This design comes from an exercise in tuning for small area, a short achievable clock period and few clock cycles per item on the open sky130 flow, not from production work.
RTL that was checked went through simulation tests only; none was proved equivalent to the original.
Power is estimated from default activity; no workload was simulated.

Design tx_zc_phase_gen, start of the top module:
module tx_zc_phase_gen #(
    parameter int NZC_W  = tx_zc_pkg::ZC_NZC_W_DEF,
    parameter int OUT_W  = tx_zc_pkg::ZC_OUT_W_DEF,
    parameter int INV_W  = tx_zc_pkg::ZC_INV_W_DEF,
    parameter int PH_W   = NZC_W + 5
) (
    input  logic             sys_clk,
    input  logic             rst,
    input  logic             start,
    input  logic             abort,
    input  logic [NZC_W-1:0] zc_N_zc,
    input  logic [NZC_W-1:0] zc_len,
    input  logic [NZC_W-1:0] zc_start_index,
    input  logic [PH_W-1:0]  zc_Q,
    input  logic [PH_W-1:0]  zc_P,
    input  logic [INV_W-1:0] zc_inv_T,
    input  logic             theta_ready,
    output logic             theta_valid,
    output logic [OUT_W-1:0] theta_data,
    output logic             theta_last,
    output logic             busy,
    output logic             cfg_err
);
Size in the first run: about 2,600 cells after synthesis, roughly 280 flip-flops, ~110 I/O pins, roughly 27,000 um^2 of cells after synthesis.
Settings: LEC_CHECK=0, CAP_MARGIN=20, CORE_MARGIN=2, CORE_UTILIZATION=40, SETUP_SLACK_MARGIN=4.4, SLEW_MARGIN=20; clock period 8.0 ns.
run.sh (not shown) runs the stock make flow with config.mk's settings and CLKGATE_MAP_FILE= SYNTH_SCRIPT=/design/flow/synth_recipe.tcl, a recipe that flattens the netlist after the stock synthesis.
The baseline completed without violations.
Change:
Settings changed: SETUP_SLACK_MARGIN 4.4 to 4.0.
Effect: Die area stays the same; sequential power stays flat; global-route usage goes down by 1.3 points; cell count goes down by a few percent; maximum frequency rose by a few percent.
Change:
Settings changed: SETUP_SLACK_MARGIN 4.0 to 3.6.
What happened: Routed wire length goes down by 2.2%. Global-route usage goes down by 0.24 points. Worst setup slack got worse by 0.32 ns. Sequential power is about the same. Hold slack improved by 0.0038 ns. Via count goes down by 2.6%. Design area goes down by 3.3%. Power goes down by 0.86%. Synthesized area is unchanged.
No run of this note included a check of the RTL's function; only the layout flow was run.

========
Setup of run 1:
Another version of the RTL of tx_zc_phase_gen (not shown whole).
Size: roughly 2900 cells after synthesis.
==> flow/config.mk <==
export PLATFORM = sky130hd
export DESIGN_NAME = tx_zc_phase_gen
export DESIGN_NICKNAME = tx_zc_phase_gen
export VERILOG_FILES = /design/flow/design.v
export SDC_FILE = /design/flow/constraint.sdc
export NUM_CORES = 4
export LEC_CHECK = 0
export CAP_MARGIN = 5
export CORE_MARGIN = 2
export CORE_UTILIZATION = 40
export CTS_BUF_LIST = sky130_fd_sc_hd__clkbuf_8
export CTS_CLUSTER_DIAMETER = 60
export CTS_CLUSTER_SIZE = 20
export SETUP_SLACK_MARGIN = 4.5
export SLEW_MARGIN = 5
export TNS_END_PERCENT = 10
==> flow/constraint.sdc <==
create_clock -name core_clock -period 8.0 [get_ports {sys_clk}]
set_input_delay 1.6000 -clock core_clock [delete_from_list [all_inputs] [get_ports {sys_clk}]]
set_output_delay 1.6000 -clock core_clock [all_outputs]
set_load 0.01 [all_outputs]
standard.sh (not shown) runs the stock make flow with config.mk's settings and CLKGATE_MAP_FILE= SYNTH_SCRIPT=/design/flow/synth_recipe.tcl, a recipe that flattens the netlist after the stock synthesis.
==> flow/flow/run.sh <==
#!/bin/bash
# The standard layout, with the ports buffered by buf_1 cells instead of the
# default choice of buffer cell.
set -euo pipefail
export BUFFER_PORTS_ARGS="-buffer_cell sky130_fd_sc_hd__buf_1"
bash standard.sh > standard.log 2>&1
Edits applied to the flow inputs when going from run 1 to run 2:
- changing SETUP_SLACK_MARGIN from 4.5 to 4.3
[summary]
Run 2 ends up with lower total power than run 1 does. Routed wire in run 2 totals less than in run 1. Run 2 against run 1: routability-driven placement congestion ratio -0.016, endpoint arrival time on the critical path neither gained nor lost much, register area essentially unchanged. Run 2 vs run 1 — combinational power dropped 3.7%. Run 2 vs. run 1: maximum frequency went down by 3.0%. Run 2 ended up with a higher ratio of final minimum period to clock period than run 1 did. Between run 2 and run 1, total met3 wirelength after detailed routing is lower for run 2, run 1 comes in above that.
Input-level comparison between run 3 and run 2:
- TNS_END_PERCENT no longer set, was 10
- SLEW_MARGIN now 20, was 5
- CAP_MARGIN now 20, was 5
==> flow/flow/run.sh <==
#!/bin/bash
# The standard layout, with the ports buffered by buf_2 cells instead of the
# default choice of buffer cell.
set -euo pipefail
export BUFFER_PORTS_ARGS="-buffer_cell sky130_fd_sc_hd__buf_2"
bash standard.sh > standard.log 2>&1
==> results.txt <==
Net switching power figure is lower on run 2
Compared run 3 vs run 2, and total number of nets in the final design is up in run 3.
Diff run 2 -> run 3 | count of placed standard cells in the final layout, fillers left out | increase of 61
Any difference in first-iteration DRC count between run 3 and run 2 is small enough to ignore.
Taking run 2 as the reference, in run 3 multi-input combinational area share lower, clock distribution area overhead in the final layout shows no meaningful change, minimum clock period higher.
Here is what was changed in the inputs of run 4 compared with run 3.
- a change of SETUP_SLACK_MARGIN from 4.3 to 4.0
Findings:
Re count of plain and timing-repair buffers in the layout: run 3 was higher than run 4.
Looking at wire length of the first global-routing pass, run 4 sits below run 3.
When the final numbers for run 3 and run 4 were put side by side, the number of global-route vias before repair turned out to be greater in run 3.
Comparing run 3 and run 4, the higher global routing met2 resource utilization was measured on run 3.
Relative to run 3, the total area of sequential cells of run 4 is lower by about 0.3%.
Run 4 ends up with a met1 track demand over resource that is 2.3 points lower than in run 3.
No run of this note included a check of the RTL's function; only the layout flow was run.

========
Another version of the RTL of tx_zc_phase_gen (not shown whole).
Size in the first run: about 2,900 cells after synthesis, about 330 flip-flops.
## tx_zc_phase_gen
module tx_zc_phase_gen #(
    parameter int NZC_W  = tx_zc_pkg::ZC_NZC_W_DEF,
    parameter int OUT_W  = tx_zc_pkg::ZC_OUT_W_DEF,
    parameter int INV_W  = tx_zc_pkg::ZC_INV_W_DEF,
    parameter int PH_W   = NZC_W + 5
) (
    input  logic             sys_clk,
    input  logic             rst,
    input  logic             start,
    input  logic             abort,
    input  logic [NZC_W-1:0] zc_N_zc,
    input  logic [NZC_W-1:0] zc_len,
    input  logic [NZC_W-1:0] zc_start_index,
    input  logic [PH_W-1:0]  zc_Q,
    input  logic [PH_W-1:0]  zc_P,
    input  logic [INV_W-1:0] zc_inv_T,
    input  logic             theta_ready,
    output logic             theta_valid,
    output logic [OUT_W-1:0] theta_data,
    output logic             theta_last,
    output logic             busy,
    output logic             cfg_err
);
clock: 8.0 ns
lec_check: 0
cap_margin: 20
core_margin: 2
core_utilization: 40
cts_buf_list: sky130_fd_sc_hd__clkbuf_8
cts_cluster_diameter: 60
cts_cluster_size: 20
setup_slack_margin: 4.6
slew_margin: 20
==> flow/flow/run.sh <==
#!/bin/bash
# The standard layout, with the ports buffered by buf_2 cells instead of the
# default choice of buffer cell.
set -euo pipefail
export BUFFER_PORTS_ARGS="-buffer_cell sky130_fd_sc_hd__buf_2"
bash standard.sh > standard.log 2>&1
Rerun with:
- SETUP_SLACK_MARGIN: 4.6 -> 4.0
Outcome: First-iteration DRC count goes down by 15%. Critical path depth goes down by 4. Worst setup slack gets worse by 0.31 ns. Power goes down by 7.4%. Hold slack gets better by 0.033 ns. Die area does not change. Global-route usage goes down by 1.0 points.
Rerun with:
- SETUP_SLACK_MARGIN: 4.0 -> 4.3
What happened:
- global-route usage rose by 0.17 points
- design area rose by 2.9%
- setup slack gains 0.16 ns
- die area does not change
- sequential share of layout area fell by 0.78 points
- synthesized cell count stays the same
- core utilization rose by 1.3 points
- power rose by 2.3%
- worst hold slack loses 0.028 ns
- first-iteration DRC count rose by 3.1%
- routed wire length rose by 2.0%
Function was not checked in any run of this note: the RTL went through the layout flow alone.

========
## job 4622
Another version of the RTL of tx_zc_phase_gen (not shown whole).
For scale: about 290 flip-flops, about 0.028 sq mm of cells after synthesis.
==> flow/design.v (excerpt) <==
module tx_zc_phase_gen #(
    parameter int NZC_W  = tx_zc_pkg::ZC_NZC_W_DEF,
    parameter int OUT_W  = tx_zc_pkg::ZC_OUT_W_DEF,
    parameter int INV_W  = tx_zc_pkg::ZC_INV_W_DEF,
    parameter int PH_W   = NZC_W + 5
) (
    input  logic             sys_clk,
    input  logic             rst,
    input  logic             start,
    input  logic             abort,
    input  logic [NZC_W-1:0] zc_N_zc,
    input  logic [NZC_W-1:0] zc_len,
    input  logic [NZC_W-1:0] zc_start_index,
    input  logic [PH_W-1:0]  zc_Q,
    input  logic [PH_W-1:0]  zc_P,
    input  logic [INV_W-1:0] zc_inv_T,
    input  logic             theta_ready,
    output logic             theta_valid,
    output logic [OUT_W-1:0] theta_data,
    output logic             theta_last,
    output logic             busy,
    output logic             cfg_err
);
==> flow/config.mk <==
export PLATFORM = sky130hd
export DESIGN_NAME = tx_zc_phase_gen
export DESIGN_NICKNAME = tx_zc_phase_gen
export VERILOG_FILES = /design/flow/design.v
export SDC_FILE = /design/flow/constraint.sdc
export NUM_CORES = 4
export LEC_CHECK = 0
export CAP_MARGIN = 5
export CORE_MARGIN = 2
export CORE_UTILIZATION = 40
export CTS_BUF_LIST = sky130_fd_sc_hd__clkbuf_8
export CTS_CLUSTER_DIAMETER = 60
export CTS_CLUSTER_SIZE = 20
export GPL_ROUTABILITY_DRIVEN = 0
export SETUP_SLACK_MARGIN = 4.5
export SLEW_MARGIN = 5
export TNS_END_PERCENT = 10
==> flow/constraint.sdc <==
create_clock -name core_clock -period 8.0 [get_ports {sys_clk}]
set_input_delay 1.6000 -clock core_clock [delete_from_list [all_inputs] [get_ports {sys_clk}]]
set_output_delay 1.6000 -clock core_clock [all_outputs]
set_load 0.01 [all_outputs]
==> flow/flow/run.sh <==
#!/bin/bash
# The standard layout, with the ports buffered by buf_1 cells instead of the
# default choice of buffer cell.
set -euo pipefail
export BUFFER_PORTS_ARGS="-buffer_cell sky130_fd_sc_hd__buf_1"
bash standard.sh > standard.log 2>&1
Having completed the whole flow, job 4622 delivered a layout that passed the timing, DRC and antenna checks.
Testbench counts of job 4622, summed over its fixed seeds: cycles 47,060, items 46,621.
[inputs] job 173 vs job 4622
Settings: a deleted GPL_ROUTABILITY_DRIVEN that had been 0.
## What came out
Between job 173 and job 4622, the total length of routed wires does not differ in any meaningful way.
On final total power, job 173 does better than job 4622.
On sequential share of layout area, job 4622 tracks job 173 almost exactly.
Job 4622 was larger in final cell area than job 173.
Changes in job 6038 relative to job 173:
Settings: CTS_CLUSTER_DIAMETER: 60 -> 70; CTS_CLUSTER_SIZE: 20 -> 24; TNS_END_PERCENT: 10 -> 20.
The lower total of clock buffers placed in the layout came out of job 6038.
Job 6038 did not stop at any stage, and its layout met the timing, DRC and antenna checks.
Job 173: no failed stages, no open violations at the end
Total inserted antenna cells: job 6038 and job 173 compared, lower one is job 173
In terms of fraction of met2 tracks used by global routing, job 173 and job 6038 differ only marginally.
Compare job 6038 and job 173 | proportion of cell area spent on the clock network higher: job 173
Taking job 173 as the reference, in job 6038 worst IR drop on VDD has increased; overall power of the completed layout has decreased; routed wire length has decreased; met3 capacity usage during global routing has decreased; layout-stage area growth over the synthesis result has decreased.
Delta(sequential share of layout area, job 6038 - job 173) > 0
Against job 173, clock power in job 6038 came out better.
> inputs changed (job 6038 -> job 9472)
Settings: changing SETUP_SLACK_MARGIN from 4.5 to 4.9; changing TNS_END_PERCENT from 20 to 10; changing CTS_CLUSTER_DIAMETER from 70 to 60; changing CTS_CLUSTER_SIZE from 24 to 20.
--- outcome ---
- Taking job 6038 as 1.0, job 9472 lands at 0.944 on met3 routed wirelength.
- [job 9472] leakage power rose 3.4% relative to job 6038
- For net load switching power, dividing the value from job 9472 by the value from job 6038 gives 1.05.
- Clock share of power in job 9472 is 1.6 points higher than in job 6038
- Compared with job 6038, job 9472 shows clock distribution area overhead in the final layout higher by 0.51 points.
- The number of antenna violations at the first check in global routing of job 9472 falls short of that of job 6038 by 1.

========
Setup of job 6201:
tx_zc_phase_gen, a different RTL version from the one above (not shown whole).
Size in the first run: ~2,800 cells after synthesis, ~270 flip-flops, roughly 110 I/O pins, roughly 27,000 sq um of cells after synthesis.
export LEC_CHECK = 0
export CAP_MARGIN = 5
export CORE_MARGIN = 2
export CORE_UTILIZATION = 40
export CTS_BUF_LIST = sky130_fd_sc_hd__clkbuf_8
export CTS_CLUSTER_DIAMETER = 60
export CTS_CLUSTER_SIZE = 20
export SETUP_SLACK_MARGIN = 4.0
export SLEW_MARGIN = 5
create_clock -name core_clock -period 8.0 [get_ports {sys_clk}]
Scripts as last shown in full above: flow/flow/run.sh
## Diff of input files: job 8832 against job 6201
# job 6201
export LEC_CHECK = 0
export CAP_MARGIN = 5
export CORE_MARGIN = 2
export CORE_UTILIZATION = 40
export CTS_BUF_LIST = sky130_fd_sc_hd__clkbuf_8
export CTS_CLUSTER_DIAMETER = 60
export CTS_CLUSTER_SIZE = 20
export SETUP_SLACK_MARGIN = 4.0
export SLEW_MARGIN = 5
create_clock -name core_clock -period 8.0 [get_ports {sys_clk}]
# job 8832
export LEC_CHECK = 0
export CAP_MARGIN = 5
export CORE_MARGIN = 2
export CORE_UTILIZATION = 40
export CTS_BUF_LIST = sky130_fd_sc_hd__clkbuf_8
export CTS_CLUSTER_DIAMETER = 60
export CTS_CLUSTER_SIZE = 20
export SETUP_SLACK_MARGIN = 4.3
export SLEW_MARGIN = 5
export TNS_END_PERCENT = 10
create_clock -name core_clock -period 8.0 [get_ports {sys_clk}]
==> results.txt <==
First-pass GRT wire length for job 8832: 0.69% up relative to job 6201. Compared to job 6201, job 8832 has design area 320 sq um higher. In terms of post-route antenna net violation count, job 8832 and job 6201 differ only marginally. Of job 8832 and job 6201, job 6201 shows the higher worst path buffer plus inverter count, with job 8832 below it. Job 8832 vs job 6201 on clock-pin slew reported for the worst setup and hold paths after clock tree synthesis: job 8832 is the lower one. Proportion of power drawn by the clock network: job 8832 vs job 6201 up 1.2 points. Going from job 6201 to job 8832, power grows by about 3%. Taking job 6201 as the reference, in job 8832 post-layout worst setup margin now sits higher; static leakage now sits higher; insertion delay to the later sink of the worst-skew pair now sits lower. For job 6201, the cell with the biggest individual delay on the critical path was edfxtp_1, unlike job 8832, where it was fa_1.
No run of this note included a check of the RTL's function; only the layout flow was run.

========
## red
tx_zc_phase_gen, a different RTL version from the one above (not shown whole).
Size in the first run: ~2700 cells after synthesis, about 270 flip-flops, about 27000 sq um of cells after synthesis.
==> flow/config.mk <==
export PLATFORM = sky130hd
export DESIGN_NAME = tx_zc_phase_gen
export DESIGN_NICKNAME = tx_zc_phase_gen
export VERILOG_FILES = /design/flow/design.v
export SDC_FILE = /design/flow/constraint.sdc
export NUM_CORES = 4
export LEC_CHECK = 0
export CAP_MARGIN = 20
export CORE_MARGIN = 2
export CORE_UTILIZATION = 40
export SETUP_SLACK_MARGIN = 4.6
export SLEW_MARGIN = 20
==> flow/constraint.sdc <==
create_clock -name core_clock -period 8.0 [get_ports {sys_clk}]
set_input_delay 1.6000 -clock core_clock [delete_from_list [all_inputs] [get_ports {sys_clk}]]
set_output_delay 1.6000 -clock core_clock [all_outputs]
set_load 0.01 [all_outputs]
run.sh (not shown) runs the stock make flow with config.mk's settings and CLKGATE_MAP_FILE= SYNTH_SCRIPT=/design/flow/synth_recipe.tcl, a recipe that flattens the netlist after the stock synthesis.
Stock flow here: none of the scripts above is used.
Both conditions hold for red: the flow ran to the end and the final layout passed the timing, DRC and antenna checks.
diff inputs: red => blue
diff --git a/flow/config.mk b/flow/config.mk
--- a/flow/config.mk
+++ b/flow/config.mk
@@ -10,3 +10,2 @@
 export CORE_UTILIZATION = 40
-export SETUP_SLACK_MARGIN = 4.6
 export SLEW_MARGIN = 20
==> results.txt <==
blue completed end to end with timing, DRC and antenna clean. The higher post-detailed-route wirelength per cell came out of red. Summary of blue over red: total internal power went down, switching power summed over all nets went down, power per standard cell area went down, cell area went down, depth of the worst register-to-register path went up. Looking at post-route non-filler standard cell count, blue sits 7.6% below red. blue vs. red: final critical-path setup slack -0.48 ns, utilization after layout has decreased, total chip power went down by about 17%.
No functional check of the RTL was part of any run of this note.

========
== exp/cedar ==
Another version of the RTL of tx_zc_phase_gen (not shown whole).
For scale: about 2800 cells after synthesis, roughly 270 flip-flops.
export LEC_CHECK = 0
export CAP_MARGIN = 20
export CORE_MARGIN = 2
export CORE_UTILIZATION = 40
export CTS_BUF_LIST = sky130_fd_sc_hd__clkbuf_8
export CTS_CLUSTER_DIAMETER = 60
export CTS_CLUSTER_SIZE = 20
export SETUP_SLACK_MARGIN = 4.0
export SLEW_MARGIN = 20
create_clock -name core_clock -period 8.0 [get_ports {sys_clk}]
standard.sh (not shown) runs the stock make flow with config.mk's settings and CLKGATE_MAP_FILE= SYNTH_SCRIPT=/design/flow/synth_recipe.tcl, a recipe that flattens the netlist after the stock synthesis.
==> flow/flow/run.sh <==
#!/bin/bash
# The standard layout, with the ports buffered by buf_2 cells instead of the
# default choice of buffer cell.
set -euo pipefail
export BUFFER_PORTS_ARGS="-buffer_cell sky130_fd_sc_hd__buf_2"
bash standard.sh > standard.log 2>&1
Testbench counts of exp/cedar, summed over its fixed seeds: cycles 47,060, items 46,621.
Modified inputs, exp/tundra compared to exp/cedar
- clearing CTS_BUF_LIST, which used to be sky130_fd_sc_hd__clkbuf_8
- swapping 4.0 for 4.2 in SETUP_SLACK_MARGIN
- clearing CTS_CLUSTER_DIAMETER, which used to be 60
- swapping 40 for 65 in CORE_UTILIZATION
- putting GPL_TIMING_DRIVEN at 1 where nothing was set
- clearing CTS_CLUSTER_SIZE, which used to be 20
==> flow/run.sh (new file) <==
#!/bin/bash
# synth_recipe.tcl (not shown) runs the flow's synth.tcl, then flattens the netlist and writes it again
# the make line also repeats each setting of config.mk as NAME=value (left out here)
make -C /OpenROAD-flow-scripts/flow DESIGN_CONFIG=/design/flow/config.mk WORK_HOME=/design/flow/orfs CLKGATE_MAP_FILE= SYNTH_SCRIPT=/design/flow/synth_recipe.tcl finish
removed: flow/flow/run.sh
removed: flow/standard.sh
==> comparison <==
exp/tundra went all the way through the flow, and no timing, DRC or antenna check failed. exp/cedar → exp/tundra: cell area after layout now sits higher; clock share of power saw an increase; cell area power density has increased; worst ir drop on vdd increased by 0.049 mV relative to the old numbers. The sequential portion of the cell area number comes out lower for exp/tundra vs exp/cedar.
### exp/tundra -> exp/quartz
- GPL_TIMING_DRIVEN no longer set, was 1
- SETUP_SLACK_MARGIN now 4.0, was 4.2
- CORE_UTILIZATION now 40, was 65
==> comparison <==
- Going from exp/tundra to exp/quartz, via count went down 4.2%, area growth from synthesis to layout went down 0.43 points.
- Between exp/tundra and exp/quartz, the flow reports switching power summed over all nets decreasing by a few percent.
- Number of buffers added for setup after CTS ends up higher on exp/tundra.
- Cell area | exp/quartz vs exp/tundra | exp/quartz smaller
- Across exp/tundra and exp/quartz, none had a timing, DRC or antenna violation.
- Note that the die area recorded for exp/tundra amounts to 0.62 times the value seen in exp/quartz.
- Re buffer count excluding the clock tree in the final layout: exp/tundra was higher than exp/quartz.
- On floorplan core area, exp/tundra beats exp/quartz.
- Taking exp/tundra as the reference, in exp/quartz global-route wire length before repair picked up an extra 1100 microns, maximum number of pins on one net before global-route repair did not really move.
What exp/sierra does differently from exp/quartz at the input level:
- SETUP_SLACK_MARGIN now 4.2, was 4.0
==> flow/flow/run.sh (new file) <==
#!/bin/bash
# The standard layout, with the ports buffered by buf_2 cells instead of the
# default choice of buffer cell.
set -euo pipefail
export BUFFER_PORTS_ARGS="-buffer_cell sky130_fd_sc_hd__buf_2"
bash standard.sh > standard.log 2>&1
==> flow/standard.sh (new file) <==
#!/bin/bash
# synth_recipe.tcl (not shown) runs the flow's synth.tcl, then flattens the netlist and writes it again
# the make line also repeats each setting of config.mk as NAME=value (left out here)
make -C /OpenROAD-flow-scripts/flow DESIGN_CONFIG=/design/flow/config.mk WORK_HOME=/design/flow/orfs CLKGATE_MAP_FILE= SYNTH_SCRIPT=/design/flow/synth_recipe.tcl "${@:-finish}"
removed: flow/run.sh
Results
Lower setup slack goes to exp/quartz over exp/sierra.
As far as die area goes, exp/sierra and exp/quartz are indistinguishable; the numbers are identical.
Changes observed in exp/sierra relative to exp/quartz: layout overhead on the synthesized area shows an increase of 1.8 points; met2 track demand over resource in global routing shows an increase of 2.1 points; number of CTS-inserted buffers shows a reduction of 2.8%; post-route non-filler standard cell count shows an increase of 1.8%; buffer count excluding the clock tree in the final layout shows an increase of 37%.
Looking at wire length reported by the detailed router, exp/sierra sits 6.6% higher than exp/quartz does.
exp/sierra does worse than exp/quartz on wire length of the first global-routing pass.
Input-level comparison between exp/lagoon and exp/sierra:
- a change of SETUP_SLACK_MARGIN from 4.2 to 4.0
- an added CTS_BUF_LIST of sky130_fd_sc_hd__clkbuf_8
- an added CTS_CLUSTER_DIAMETER of 60
- an added CTS_CLUSTER_SIZE of 20
- a change of CORE_UTILIZATION from 40 to 60
- an added PLACE_DENSITY of 0.75
Results
- Relative to exp/sierra, the slack of the worst reg-to-reg path of exp/lagoon is lower by 0.09 ns.
- exp/lagoon: multi-input combinational area share higher than exp/sierra
- exp/lagoon vs exp/sierra, endpoint of the most critical setup path: r_e[16] vs u_mul.r_a[20]
- Higher worst setup slack after layout was reported by exp/sierra, not exp/lagoon.

afterwards: timing with drivers on the ports:
No port has a modelled driver above. Below, the same layouts with a new extraction and two added sets of constraints. Step 1 assumes that a clkbuf_16 drives the clock port and a buf_2 every other input. Step 2 adds t to the input delays and takes it off the output delays; t is the mean of the earliest and latest rising clock arrival at the registers after step 1. Input paths then give back, and output paths get back, about the clock's delay inside the block. Slacks: no drivers / after step 1 / after step 2; pairs: no drivers / after step 1.
run	shift t [ns]	setup WS [ns]	hold slack, ns	cell pins on the clock port's net
the first run of note 1	0.617	3.877 / 3.877 / 3.691	0.484 / 0.484 / 0.484	1
the second run of note 1	0.610	3.982 / 3.982 / 3.480	0.464 / 0.464 / 0.464	1
the third run of note 1	0.611	3.666 / 3.708 / 3.097	0.468 / 0.468 / 0.468	1
run 1	0.673	4.415 / 4.415 / 3.878	0.449 / 0.449 / 0.449	1
run 2	0.670	4.303 / 4.303 / 3.789	0.452 / 0.452 / 0.452	1
run 3	0.680	4.276 / 4.276 / 3.906	0.433 / 0.433 / 0.433	1
run 4	0.668	4.094 / 4.094 / 3.649	0.424 / 0.424 / 0.424	1
the first run of note 3	0.673	4.438 / 4.382 / 4.035	0.426 / 0.426 / 0.426	1
the second run of note 3	0.736	4.127 / 4.067 / 3.688	0.460 / 0.460 / 0.460	1
the third run of note 3	0.719	4.284 / 4.228 / 3.965	0.432 / 0.432 / 0.432	1
job 4622	0.685	4.379 / 4.400 / 3.717	0.454 / 0.454 / 0.454	1
job 173	0.683	4.429 / 4.435 / 3.751	0.441 / 0.441 / 0.441	1
job 6038	0.732	4.442 / 4.467 / 3.749	0.456 / 0.456 / 0.456	1
job 9472	0.689	4.425 / 4.428 / 3.739	0.449 / 0.449 / 0.449	1
job 6201	0.732	4.033 / 4.033 / 3.516	0.438 / 0.438 / 0.438	1
job 8832	0.674	4.098 / 4.098 / 3.822	0.435 / 0.435 / 0.435	1
red	0.619	2.774 / 2.774 / 2.774	0.467 / 0.467 / 0.467	1
blue	0.611	2.289 / 2.289 / 2.289	0.468 / 0.468 / 0.468	1
exp/cedar	0.671	4.074 / 4.074 / 3.489	0.450 / 0.450 / 0.450	1
exp/tundra	0.639	4.138 / 4.138 / 3.690	0.466 / 0.466 / 0.466	1
exp/quartz	0.604	4.082 / 4.082 / 3.561	0.457 / 0.457 / 0.457	1
exp/sierra	0.619	4.120 / 4.120 / 3.659	0.457 / 0.457 / 0.457	1
exp/lagoon	0.712	4.027 / 4.027 / 3.630	0.460 / 0.460 / 0.460	1
After both steps setup and hold are still met in every run listed. The setup slack of job 6038, which loses most, moves by +0.025 ns with the drivers and by -0.693 ns with both steps.
